Background: an optimization exercise with open tools, aiming at small area. Do not read the settings as production practice.
The RTL was checked by simulation tests, not by an equivalence proof against the original design.
No activity file was given, so power comes from the tool's default toggle rates.

// ultrasonic_echo_ranger_median3
module ultrasonic_echo_ranger_median3 (
    input  logic        i_clk,
    input  logic        i_rst_n,
    input  logic        i_tick_valid,
    output logic        o_tick_ready,
    input  logic        i_tick_echo,
    input  logic        i_tick_start,
    input  logic        i_cfg_valid,
    output logic        o_cfg_ready,
    input  logic [1:0]  i_cfg_index,
    input  logic [15:0] i_cfg_data,
    output logic        o_res_valid,
    input  logic        i_res_ready,
    output logic        o_res_trigger,
    output logic        o_res_busy,
    output logic        o_res_result_valid,
    output logic [15:0] o_res_median,
    output logic [15:0] o_res_distance
);
For scale: about 770 cells after synthesis, about 130 flip-flops, roughly 6000 sq um of cells after synthesis.
clock: 9.0 ns
lec_check: 0
cap_margin: 20
core_margin: 2
core_utilization: 40
slew_margin: 20
standard.sh (not shown) runs the stock make flow with config.mk's settings and CLKGATE_MAP_FILE= SYNTH_SCRIPT=/design/flow/synth_recipe.tcl, a recipe that flattens the netlist after the stock synthesis.
==> flow/flow/run.sh <==
#!/bin/bash
# Own layout flow: the standard ORFS flow (standard.sh) with three changes that only
# affect how the layout is made:
#  - synthesis maps the combinational logic with an area-oriented ABC script (registers are
#    the standard synthesis's, renamed to its instance names by match_regs.py);
#  - port buffers are the smallest buffer (buf_1) instead of the default choice;
#  - CTS uses clkbuf_4 and inserts no dummy clock loads.
# Each step's full output goes to a log file in this folder (and ORFS's own logs under orfs/).
set -euo pipefail
F=$(cd "$(dirname "$0")" && pwd)
R=orfs/results/sky130hd/ultrasonic_echo_ranger_median3/base
cp standard.sh standard_sh.txt.log
bash standard.sh synth > std_synth.log 2>&1
cp $R/1_2_yosys.v ref_std_synth.v
mkdir -p std_synth_logs
cp orfs/logs/sky130hd/ultrasonic_echo_ranger_median3/base/1_* std_synth_logs/ 2>/dev/null || true
rm -f $R/1_2_yosys.v $R/1_2_yosys.sdc $R/1_synth.odb $R/1_synth.sdc
# 2. the layout, from the area-mapped synthesis on
export REF_NETLIST=$PWD/ref_std_synth.v
export BUFFER_PORTS_ARGS="-buffer_cell sky130_fd_sc_hd__buf_1"
export CTS_ARGS="-repair_clock_nets -buf_list sky130_fd_sc_hd__clkbuf_4 -dont_use_dummy_load"
bash standard.sh SYNTH_SCRIPT="$F/synth_area.tcl" "BUFFER_PORTS_ARGS=$BUFFER_PORTS_ARGS" "CTS_ARGS=$CTS_ARGS" finish > flow_make.log 2>&1
Other scripts of this flow, unchanged in this note and not shown: flow/flow/abc_area.script, flow/flow/match_regs.py, flow/flow/synth_area.tcl
==> next run, changes <==
--- a/flow/flow/run.sh
+++ b/flow/flow/run.sh
@@ -19,4 +19,4 @@
 export REF_NETLIST=$PWD/ref_std_synth.v
 export BUFFER_PORTS_ARGS="-buffer_cell sky130_fd_sc_hd__buf_1"
-export CTS_ARGS="-repair_clock_nets -buf_list sky130_fd_sc_hd__clkbuf_4 -dont_use_dummy_load"
+export CTS_ARGS="-sink_clustering_enable -repair_clock_nets -buf_list sky130_fd_sc_hd__clkbuf_4 -sink_clustering_size 50 -sink_clustering_max_diameter 200 -dont_use_dummy_load"
 bash standard.sh SYNTH_SCRIPT="$F/synth_area.tcl" "BUFFER_PORTS_ARGS=$BUFFER_PORTS_ARGS" "CTS_ARGS=$CTS_ARGS" finish > flow_make.log 2>&1
What happened: The new run produced a clean layout; routed wire length is lower by about 1.1%; cell area stays flat; die area is unchanged; non-clock buffer count is lower by 1; clock skew stays flat; setup slack got worse by 0.019 ns.
==> next run, changes <==
--- a/flow/flow/run.sh
+++ b/flow/flow/run.sh
@@ -19,4 +19,4 @@
 export REF_NETLIST=$PWD/ref_std_synth.v
 export BUFFER_PORTS_ARGS="-buffer_cell sky130_fd_sc_hd__buf_1"
-export CTS_ARGS="-sink_clustering_enable -repair_clock_nets -buf_list sky130_fd_sc_hd__clkbuf_4 -sink_clustering_size 50 -sink_clustering_max_diameter 200 -dont_use_dummy_load"
+export CTS_ARGS="-sink_clustering_enable -repair_clock_nets -buf_list sky130_fd_sc_hd__clkbuf_4 -sink_clustering_size 20 -sink_clustering_max_diameter 60 -dont_use_dummy_load"
 bash standard.sh SYNTH_SCRIPT="$F/synth_area.tcl" "BUFFER_PORTS_ARGS=$BUFFER_PORTS_ARGS" "CTS_ARGS=$CTS_ARGS" finish > flow_make.log 2>&1
Result: Design area barely changes. Worst setup slack is better by 0.030 ns. Hold slack barely changes. Final cell count stays the same. Die area stays the same. Wire length is about the same. Total power hardly moves. Sequential power is about the same. Sequential share of layout area stays flat.


## v39
ultrasonic_echo_ranger_median3, a different RTL version from the one above (not shown whole).
Size: about 810 cells after synthesis, ~130 flip-flops, roughly 63 I/O pins.
make LEC_CHECK=0 CAP_MARGIN=20 CORE_MARGIN=2 CORE_UTILIZATION=40 CTS_BUF_LIST=sky130_fd_sc_hd__clkbuf_4 CTS_CLUSTER_DIAMETER=100 CTS_CLUSTER_SIZE=30 SLEW_MARGIN=20 finish   # period 9.0 ns
run.sh (not shown) runs the stock make flow with config.mk's settings and CLKGATE_MAP_FILE= SYNTH_SCRIPT=/design/flow/synth_recipe.tcl, a recipe that flattens the netlist after the stock synthesis.
Stock flow here: none of the scripts above is used.
v39 finished all stages; the layout is clean.
Edits applied to the flow inputs when going from v39 to v10:
# v39
export LEC_CHECK = 0
export CAP_MARGIN = 20
export CORE_MARGIN = 2
export CORE_UTILIZATION = 40
export CTS_BUF_LIST = sky130_fd_sc_hd__clkbuf_4
export CTS_CLUSTER_DIAMETER = 100
export CTS_CLUSTER_SIZE = 30
export SLEW_MARGIN = 20
create_clock -name core_clock -period 9.0 [get_ports {i_clk}]
# v10
export LEC_CHECK = 0
export CAP_MARGIN = 20
export CORE_MARGIN = 2
export CORE_UTILIZATION = 60
export CTS_BUF_LIST = sky130_fd_sc_hd__clkbuf_4 sky130_fd_sc_hd__clkbuf_8
export SLEW_MARGIN = 20
create_clock -name core_clock -period 9.0 [get_ports {i_clk}]
Findings:
Taking v39 as the reference, in v10 cell area after layout higher; placed wire-length estimate after detailed placement higher; utilization higher. v10 vs. v39: count of clock-buffer cells in the layout now smaller, sequential group share of total power now sits lower.
For v54, these inputs were changed with respect to v10:
# v10
export LEC_CHECK = 0
export CAP_MARGIN = 20
export CORE_MARGIN = 2
export CORE_UTILIZATION = 60
export CTS_BUF_LIST = sky130_fd_sc_hd__clkbuf_4 sky130_fd_sc_hd__clkbuf_8
export SLEW_MARGIN = 20
create_clock -name core_clock -period 9.0 [get_ports {i_clk}]
# v54
export LEC_CHECK = 0
export CAP_MARGIN = 20
export CORE_MARGIN = 2
export CORE_UTILIZATION = 40
export SLEW_MARGIN = 20
create_clock -name core_clock -period 9.0 [get_ports {i_clk}]
### Flow results
- v54 went all the way through synthesis, placement and routing and the layout is clean on timing, DRC and antenna.
- Re filler-free cell count of the finished design: v54 and v10 aren't equal, and the higher value belongs to v54.
- Number of routed nets with antenna violations came out exactly the same in v54 and v10.
- NOTE total chip power v10->v54 increased by a few percent
- Against v10, v54 reports a final period demand of the worst path that is higher.
- The global-route usage over all layers reported for v54 is smaller than that of v10 by 8.1 points.
- Between v54 and v10, the difference in non-clock buffer share of cell area is negligible.
- Between v54 and v10, met1 routing resource usage after global routing is lower for v54, v10 comes in above that.
- The run showing the greater critical path depth in cells is v54.
- When v54 is measured against v10, its relative slew slack turns out 9.8 points lower.
- Clock-buffer cell count: higher on v54


== the baseline ==
RTL: one of the versions met above, not the one the previous note started from.
For scale: roughly 650 cells after synthesis, ~130 flip-flops, about 63 I/O pins.
export LEC_CHECK = 0
export CAP_MARGIN = 20
export CORE_MARGIN = 2
export CORE_UTILIZATION = 40
export GPL_TIMING_DRIVEN = 0
export SLEW_MARGIN = 20
create_clock -name core_clock -period 9.0 [get_ports {i_clk}]
standard.sh (not shown) runs the stock make flow with config.mk's settings and CLKGATE_MAP_FILE= SYNTH_SCRIPT=/design/flow/synth_recipe.tcl, a recipe that flattens the netlist after the stock synthesis.
==> flow/flow/run.sh <==
#!/bin/bash
# Own layout flow: the standard ORFS flow (standard.sh) with three changes that only
# affect how the layout is made:
#  - synthesis maps the combinational logic with an area-oriented ABC script (registers are
#    the standard synthesis's, renamed to its instance names by match_regs.py);
#  - port buffers are the smallest buffer (buf_1) instead of the default choice;
#  - CTS uses clkbuf_4 and inserts no dummy clock loads.
# Each step's full output goes to a log file in this folder (and ORFS's own logs under orfs/).
set -euo pipefail
F=$(cd "$(dirname "$0")" && pwd)
R=orfs/results/sky130hd/ultrasonic_echo_ranger_median3/base
cp standard.sh standard_sh.txt.log
bash standard.sh synth > std_synth.log 2>&1
cp $R/1_2_yosys.v ref_std_synth.v
mkdir -p std_synth_logs
cp orfs/logs/sky130hd/ultrasonic_echo_ranger_median3/base/1_* std_synth_logs/ 2>/dev/null || true
rm -f $R/1_2_yosys.v $R/1_2_yosys.sdc $R/1_synth.odb $R/1_synth.sdc
# 2. the layout, from the area-mapped synthesis on
export REF_NETLIST=$PWD/ref_std_synth.v
export BUFFER_PORTS_ARGS="-buffer_cell sky130_fd_sc_hd__buf_1"
export CTS_ARGS="-sink_clustering_enable -repair_clock_nets -buf_list sky130_fd_sc_hd__clkbuf_4 -sink_clustering_size 20 -sink_clustering_max_diameter 60 -dont_use_dummy_load"
bash standard.sh SYNTH_SCRIPT="$F/synth_area.tcl" "BUFFER_PORTS_ARGS=$BUFFER_PORTS_ARGS" "CTS_ARGS=$CTS_ARGS" finish > flow_make.log 2>&1
==> flow/flow/abc_area.script <==
strash
&get -n
&dch -f
&nf -a -R 1000
&put
topo
dnsize -c
Other scripts of this flow, unchanged in this note and not shown: flow/flow/match_regs.py, flow/flow/synth_area.tcl
Input-level comparison between the candidate and the baseline:
Settings: GPL_TIMING_DRIVEN no longer set, was 0.
--- a/flow/flow/run.sh
+++ b/flow/flow/run.sh
@@ -21 +21 @@
-export CTS_ARGS="-sink_clustering_enable -repair_clock_nets -buf_list sky130_fd_sc_hd__clkbuf_4 -sink_clustering_size 20 -sink_clustering_max_diameter 60 -dont_use_dummy_load"
+export CTS_ARGS="-sink_clustering_enable -repair_clock_nets -buf_list sky130_fd_sc_hd__clkbuf_4 -sink_clustering_size 40 -sink_clustering_max_diameter 120 -dont_use_dummy_load"
==> flow/flow/abc_area.script <==
strash
dch
map -a
topo
dnsize -c
Results
- Taking the baseline as the reference, in the candidate signed area change from the synthesized netlist to the final layout went down 1.1 points, width of the chip has increased.
- Between the candidate and the baseline, the final standard cell count with taps included and fillers excluded is lower for the baseline.
- Re post-route worst setup slack: the candidate is 1.03 ns up on the baseline.
- Comparing the candidate and the baseline, number of filler cells placed in the layout is lower on the baseline.
- Max fraction of met2 tracks used by global routing across the candidate and the baseline: the baseline
- Diff the baseline -> the candidate | hold slack | increase of 0.014 ns
- Power: the candidate and the baseline compared, higher one is the candidate


Setup of run 1:
The RTL this note starts from:
==> flow/design.v <==
`timescale 1ns / 1ps
module ultrasonic_echo_ranger_median3 (
    input  logic        i_clk,
    input  logic        i_rst_n,
    input  logic        i_tick_valid,
    output logic        o_tick_ready,
    input  logic        i_tick_echo,
    input  logic        i_tick_start,
    input  logic        i_cfg_valid,
    output logic        o_cfg_ready,
    input  logic [1:0]  i_cfg_index,
    input  logic [15:0] i_cfg_data,
    output logic        o_res_valid,
    input  logic        i_res_ready,
    output logic        o_res_trigger,
    output logic        o_res_busy,
    output logic        o_res_result_valid,
    output logic [15:0] o_res_median,
    output logic [15:0] o_res_distance
);
    localparam logic [1:0]  P_IDLE = 2'd0;
    localparam logic [1:0]  P_TRIG = 2'd1;
    localparam logic [1:0]  P_WAIT = 2'd2;
    localparam logic [1:0]  P_HIGH = 2'd3;
    localparam logic [18:0] DIST_SCALE = 19'd287733;
    localparam logic [15:0] SAT_MED = 16'd14927;
    logic [1:0]  r_ph, r_idx;
    logic [15:0] r_el, r_wd, r_s0, r_s1;
    logic [15:0] r_tmo;
    logic [7:0]  r_trg;
    logic [1:0]  r_q0, r_q1, r_q2, r_q3;
    logic [2:0]  r_qn;
    logic [16:0] r_acc;
    logic [4:0]  r_dc;
    logic        acc, st, texit, tmo, fin, done, last;
    logic        is_trig, is_busy, lt0, lt1, a_lt, b_lt;
    logic [1:0]  p;
    logic [15:0] w;
    logic        inc_el, inc_wd, clr_el, clr_wd;
    logic [16:0] ec, wc, ge_tmo, gt0, gt1;
    logic [15:0] es, ws;
    logic [8:0]  ge_trg;
    assign ec[0]     = inc_el;
    assign wc[0]     = inc_wd;
    assign ge_tmo[0] = 1'b1;
    assign gt0[0]    = 1'b0;
    assign gt1[0]    = 1'b0;
    assign ge_trg[0] = 1'b1;
    for (genvar i = 0; i < 16; i++) begin : g_rip
        assign es[i]       = r_el[i] ^ ec[i];
        assign ec[i+1]     = r_el[i] & ec[i];
        assign ws[i]       = r_wd[i] ^ wc[i];
        assign wc[i+1]     = r_wd[i] & wc[i];
        assign ge_tmo[i+1] = (r_el[i] & ~r_tmo[i]) | (r_el[i] & ge_tmo[i]) | (~r_tmo[i] & ge_tmo[i]);
        assign gt0[i+1]    = (r_wd[i] & ~r_s0[i]) | (r_wd[i] & gt0[i]) | (~r_s0[i] & gt0[i]);
        assign gt1[i+1]    = (r_wd[i] & ~r_s1[i]) | (r_wd[i] & gt1[i]) | (~r_s1[i] & gt1[i]);
    end
    for (genvar i = 0; i < 8; i++) begin : g_trg
        assign ge_trg[i+1] = (es[i] & ~r_trg[i]) | (es[i] & ge_trg[i]) | (~r_trg[i] & ge_trg[i]);
    end
    logic [1:0]  kind;
    assign o_tick_ready = !r_qn[2];
    assign o_cfg_ready  = 1'b1;
    assign acc          = i_tick_valid && !r_qn[2];
    always_comb begin
        st      = (r_ph == P_IDLE) && i_tick_start;
        p       = st ? P_TRIG : r_ph;
        is_trig = (p == P_TRIG);
        is_busy = p[1];
        texit   = ge_trg[8];
        tmo     = ge_tmo[16] || (&r_el[15:1]);
        fin     = (p == P_WAIT && !i_tick_echo && tmo) || (p == P_HIGH && (!i_tick_echo || tmo));
        last    = r_idx[1];
        done    = fin && last;
        w       = i_tick_echo ? 16'd0 : r_wd;
        lt0     = gt0[16];
        lt1     = gt1[16];
        a_lt    = lt0 && !i_tick_echo;
        b_lt    = lt1 && !i_tick_echo;
        kind    = {is_busy, is_trig || done};
    end
    always_ff @(posedge i_clk) begin
        if (!i_rst_n) begin
            r_ph  <= P_IDLE;
            r_idx <= 2'd0;
        end else if (acc) begin
            if (fin) begin
                r_ph  <= last ? P_IDLE : P_TRIG;
                r_idx <= last ? 2'd0 : r_idx + 2'd1;
            end else if (is_trig) begin
                r_ph <= texit ? P_WAIT : P_TRIG;
            end else if (p == P_WAIT) begin
                r_ph <= i_tick_echo ? P_HIGH : P_WAIT;
            end
        end
    end
    assign inc_el = acc && p != P_IDLE;
    assign inc_wd = acc && is_busy && i_tick_echo;
    assign clr_el = !i_rst_n || (acc && (fin || (is_trig && texit)));
    assign clr_wd = !i_rst_n || (acc && fin);
    always_ff @(posedge i_clk) begin
        r_el <= clr_el ? 16'd0 : es;
        r_wd <= clr_wd ? 16'd0 : ws;
    end
    logic ld0, ld1_w, ld1_s0, hold1;
    assign ld0    = acc && fin && (r_idx == 2'd0 || (r_idx == 2'd1 && !a_lt));
    assign ld1_w  = acc && fin && a_lt && (r_idx == 2'd1 || !b_lt);
    assign ld1_s0 = acc && fin && r_idx != 2'd0 && !a_lt;
    assign hold1  = !(ld1_w || ld1_s0);
    always_ff @(posedge i_clk) begin
        r_s0  <= ({16{ld0}} & w) | ({16{!ld0}} & r_s0);
        r_s1  <= ({16{ld1_w}} & w) | ({16{ld1_s0}} & r_s0) | ({16{hold1}} & r_s1);
    end
    always_ff @(posedge i_clk) begin
        if (!i_rst_n) begin
            r_tmo <= 16'd13200;
            r_trg <= 8'd10;
        end else if (i_cfg_valid) begin
            if (i_cfg_index == 2'd0) begin
                r_tmo <= i_cfg_data;
            end
            if (i_cfg_index == 2'd1) begin
                r_trg <= i_cfg_data[7:0];
            end
        end
    end
    logic [1:0] head, wi;
    logic [3:0] wq;
    logic       hd, dfin, valid, pop, run, cbit, sat;
    logic [14:0] sum;
    logic [13:0] addend;
    logic [14:0] sc;
    always_comb begin
        head  = r_q0;
        hd    = head[1] && head[0];
        dfin  = (r_dc == 5'd19);
        valid = (r_qn != 3'd0) && (!hd || dfin);
        pop   = valid && i_res_ready;
        run   = (r_qn != 3'd0) && hd && !dfin;
        wi    = r_qn[1:0] - {1'b0, pop};
        wq    = {4{acc}} & (4'd1 << wi);
    end
    always_ff @(posedge i_clk) begin
        r_q0 <= wq[0] ? kind : (pop ? r_q1 : r_q0);
        r_q1 <= wq[1] ? kind : (pop ? r_q2 : r_q1);
        r_q2 <= wq[2] ? kind : (pop ? r_q3 : r_q2);
        r_q3 <= wq[3] ? kind : r_q3;
        if (!i_rst_n) begin
            r_qn <= 3'd0;
        end else if (acc && !pop) begin
            r_qn <= r_qn + 3'd1;
        end else if (!acc && pop) begin
            r_qn <= r_qn - 3'd1;
        end
    end
    always_comb begin
        cbit = DIST_SCALE[r_dc];
        sat  = (r_s1 >= SAT_MED);
    end
    logic        clr_b;
    logic [16:0] step;
    assign clr_b = !i_rst_n || pop;
    assign step  = {sum, r_acc[2:1]};
    assign sc[0] = 1'b0;
    for (genvar i = 0; i < 14; i++) begin : g_add
        assign addend[i] = cbit & r_s1[i];
        assign sum[i]    = r_acc[i+3] ^ addend[i] ^ sc[i];
        assign sc[i+1]   = (r_acc[i+3] & addend[i]) | (sc[i] & (r_acc[i+3] ^ addend[i]));
    end
    assign sum[14] = sc[14];
    always_ff @(posedge i_clk) begin
        if (clr_b) begin
            r_dc <= 5'd0;
        end else if (run) begin
            r_dc <= r_dc + 5'd1;
        end
        r_acc <= {17{!clr_b}} & (({17{run}} & step) | ({17{!run}} & r_acc));
    end
    assign o_res_valid        = valid;
    assign o_res_trigger      = !head[1] && head[0];
    assign o_res_busy         = head[1] || head[0];
    assign o_res_result_valid = hd;
    assign o_res_median       = hd ? r_s1 : 16'd0;
    assign o_res_distance     = r_acc[15:0] | {16{hd && sat}};
endmodule
Settings: LEC_CHECK=0, CAP_MARGIN=0, CORE_MARGIN=2, CORE_UTILIZATION=40, GPL_TIMING_DRIVEN=0, SLEW_MARGIN=0; clock period 9.0 ns.
==> flow/flow/run.sh <==
#!/bin/bash
# Own layout flow: the standard ORFS flow (standard.sh) with three changes that only
# affect how the layout is made:
#  - synthesis maps the combinational logic with an area-oriented ABC script (registers are
#    the standard synthesis's, renamed to its instance names by match_regs.py);
#  - port buffers are the smallest buffer (buf_1) instead of the default choice;
#  - CTS uses clkbuf_4 and inserts no dummy clock loads.
# Each step's full output goes to a log file in this folder (and ORFS's own logs under orfs/).
set -euo pipefail
F=$(cd "$(dirname "$0")" && pwd)
R=orfs/results/sky130hd/ultrasonic_echo_ranger_median3/base
cp standard.sh standard_sh.txt.log
bash standard.sh synth > std_synth.log 2>&1
cp $R/1_2_yosys.v ref_std_synth.v
mkdir -p std_synth_logs
cp orfs/logs/sky130hd/ultrasonic_echo_ranger_median3/base/1_* std_synth_logs/ 2>/dev/null || true
rm -f $R/1_2_yosys.v $R/1_2_yosys.sdc $R/1_synth.odb $R/1_synth.sdc
# 2. the layout, from the area-mapped synthesis on
export REF_NETLIST=$PWD/ref_std_synth.v
export BUFFER_PORTS_ARGS="-buffer_cell sky130_fd_sc_hd__buf_1"
export CTS_ARGS="-sink_clustering_enable -repair_clock_nets -buf_list sky130_fd_sc_hd__clkbuf_4 -sink_clustering_size 20 -sink_clustering_max_diameter 60 -dont_use_dummy_load"
bash standard.sh SYNTH_SCRIPT="$F/synth_area.tcl" "BUFFER_PORTS_ARGS=$BUFFER_PORTS_ARGS" "CTS_ARGS=$CTS_ARGS" finish > flow_make.log 2>&1
==> flow/flow/abc_area.script <==
strash
&get -n
&dch -f
&nf -a -R 1000
&put
topo
dnsize -c
Other scripts of this flow, unchanged in this note and not shown: flow/flow/match_regs.py, flow/flow/synth_area.tcl
For run 2, these inputs were changed with respect to run 1:
Settings: CAP_MARGIN now 20, was 0; SLEW_MARGIN now 20, was 0; GPL_TIMING_DRIVEN no longer set, was 0.
--- a/flow/flow/run.sh
+++ b/flow/flow/run.sh
@@ -19,4 +19,4 @@
 export REF_NETLIST=$PWD/ref_std_synth.v
 export BUFFER_PORTS_ARGS="-buffer_cell sky130_fd_sc_hd__buf_1"
-export CTS_ARGS="-sink_clustering_enable -repair_clock_nets -buf_list sky130_fd_sc_hd__clkbuf_4 -sink_clustering_size 20 -sink_clustering_max_diameter 60 -dont_use_dummy_load"
+export CTS_ARGS="-sink_clustering_enable -repair_clock_nets -buf_list sky130_fd_sc_hd__clkbuf_4 -sink_clustering_size 30 -sink_clustering_max_diameter 100 -sink_buffer_max_cap_derate 1.0 -dont_use_dummy_load"
 bash standard.sh SYNTH_SCRIPT="$F/synth_area.tcl" "BUFFER_PORTS_ARGS=$BUFFER_PORTS_ARGS" "CTS_ARGS=$CTS_ARGS" finish > flow_make.log 2>&1
==> flow/flow/abc_area.script <==
strash
dch
map -a
topo
dnsize -c
==> comparison <==
- Setup slack improves in run 2 relative to run 1.
- Wire length of the first global-routing pass grows by a few percent when moving from run 1 to run 2.
- In run 2, the net switching component of the power came out 0.20 mW above the value in run 1.
- Share of power burned in the clock network: run 2 and run 1 compared, lower one is run 2
The inputs of run 3 differ from those of run 2 as listed below.
--- a/flow/flow/run.sh
+++ b/flow/flow/run.sh
@@ -19,4 +19,4 @@
 export REF_NETLIST=$PWD/ref_std_synth.v
 export BUFFER_PORTS_ARGS="-buffer_cell sky130_fd_sc_hd__buf_1"
-export CTS_ARGS="-sink_clustering_enable -repair_clock_nets -buf_list sky130_fd_sc_hd__clkbuf_4 -sink_clustering_size 30 -sink_clustering_max_diameter 100 -sink_buffer_max_cap_derate 1.0 -dont_use_dummy_load"
+export CTS_ARGS="-sink_clustering_enable -repair_clock_nets -buf_list sky130_fd_sc_hd__clkbuf_4 -sink_clustering_size 20 -sink_clustering_max_diameter 60 -dont_use_dummy_load"
 bash standard.sh SYNTH_SCRIPT="$F/synth_area.tcl" "BUFFER_PORTS_ARGS=$BUFFER_PORTS_ARGS" "CTS_ARGS=$CTS_ARGS" finish > flow_make.log 2>&1
==> flow/flow/abc_area.script <==
strash
&get -n
&dch -f
&nf -a -R 1000
&put
topo
dnsize -c
Findings:
- Total placed cells including tap cells (run 3 over run 2): decrease, 112
- Cmp run 3 vs run 2: detailed-routed wire length on met3 lower in run 3
- Non-clock inverter total of the final layout: run 3 < run 2
- On total stage count of the critical path: run 3 sits above run 2.
- Utilization: run 2 vs run 3, no meaningful difference
- Via count (run 3 over run 2): decrease, 535
- Run 3 vs run 2: worst hold slack down in run 3
Inputs modified between run 3 and run 4:
--- a/flow/flow/run.sh
+++ b/flow/flow/run.sh
@@ -19,4 +19,4 @@
 export REF_NETLIST=$PWD/ref_std_synth.v
 export BUFFER_PORTS_ARGS="-buffer_cell sky130_fd_sc_hd__buf_1"
-export CTS_ARGS="-sink_clustering_enable -repair_clock_nets -buf_list sky130_fd_sc_hd__clkbuf_4 -sink_clustering_size 20 -sink_clustering_max_diameter 60 -dont_use_dummy_load"
+export CTS_ARGS="-sink_clustering_enable -repair_clock_nets -buf_list sky130_fd_sc_hd__clkbuf_4 -sink_clustering_size 30 -sink_clustering_max_diameter 100 -sink_clustering_levels 1 -dont_use_dummy_load"
 bash standard.sh SYNTH_SCRIPT="$F/synth_area.tcl" "BUFFER_PORTS_ARGS=$BUFFER_PORTS_ARGS" "CTS_ARGS=$CTS_ARGS" finish > flow_make.log 2>&1
==> flow/flow/abc_area.script <==
strash
dch
map -a
topo
dnsize -c
==> summary.txt <==
Run 4 vs run 3, leading cell type in the layout, fill and taps excluded: sky130_fd_sc_hd__nor2_1 vs sky130_fd_sc_hd__dfxtp_1
Looking at highest-delay cell along the critical path, the sky130_fd_sc_hd__nor2_2 result is from run 3; the sky130_fd_sc_hd__fa_1 one comes from run 4.
Relative to run 3, the die area of run 4 is higher by about 0.9%.
Taking run 3 as the reference, in run 4 headroom to the max-slew limit dropped 21 points; portion of the layout cell area used by clock cells barely changed.

==> re-timing with driven ports <==
No port has a modelled driver above. Below, the same layouts with a new extraction and two added sets of constraints. Step 1 sets driving cells, clkbuf_16 on the clock port and buf_2 on the other inputs (assumed; they add their load-dependent delay and slew). Step 2, shift: input delay + t, output delay - t, t = (earliest + latest rising clock arrival at the registers) / 2. This alone moves slack from input paths to output paths. a / b / c = ideal ports / drivers / drivers and shift; a / b = the first two.
| run | t, ns | setup slack, ns | worst setup path after step 2 | slew at the worst register clock pin (ns) |
|---|---|---|---|---|
| the first run of note 1 | 0.548 | 2.318 / 2.318 / 2.318 | register to register | 0.11 / 0.11 |
| the second run of note 1 | 0.540 | 2.299 / 2.299 / 2.299 | register to register | 0.11 / 0.11 |
| the third run of note 1 | 0.556 | 2.330 / 2.330 / 2.330 | register to register | 0.10 / 0.10 |
| v39 | 0.600 | 4.176 / 4.138 / 3.826 | input to register | 0.12 / 0.12 |
| v10 | 0.499 | 4.295 / 4.256 / 4.146 | input to register | 0.09 / 0.09 |
| v54 | 0.464 | 4.215 / 4.235 / 3.771 | input to register | 0.06 / 0.06 |
| the baseline | 0.546 | 1.348 / 1.348 / 1.348 | register to register | 0.11 / 0.11 |
| the candidate | 0.549 | 2.380 / 2.380 / 2.380 | register to register | 0.11 / 0.11 |
| run 1 | 0.532 | 1.111 / 1.111 / 1.111 | register to register | 0.12 / 0.12 |
| run 2 | 0.546 | 2.333 / 2.333 / 2.333 | register to register | 0.11 / 0.11 |
| run 3 | 0.518 | 1.496 / 1.496 / 1.496 | register to register | 0.10 / 0.10 |
| run 4 | 0.546 | 2.321 / 2.321 / 2.321 | register to register | 0.11 / 0.11 |
After both steps setup and hold are still met in every run listed. For v54, which loses most, drivers alone change the setup slack by +0.020 ns; drivers and shift together by -0.444 ns.
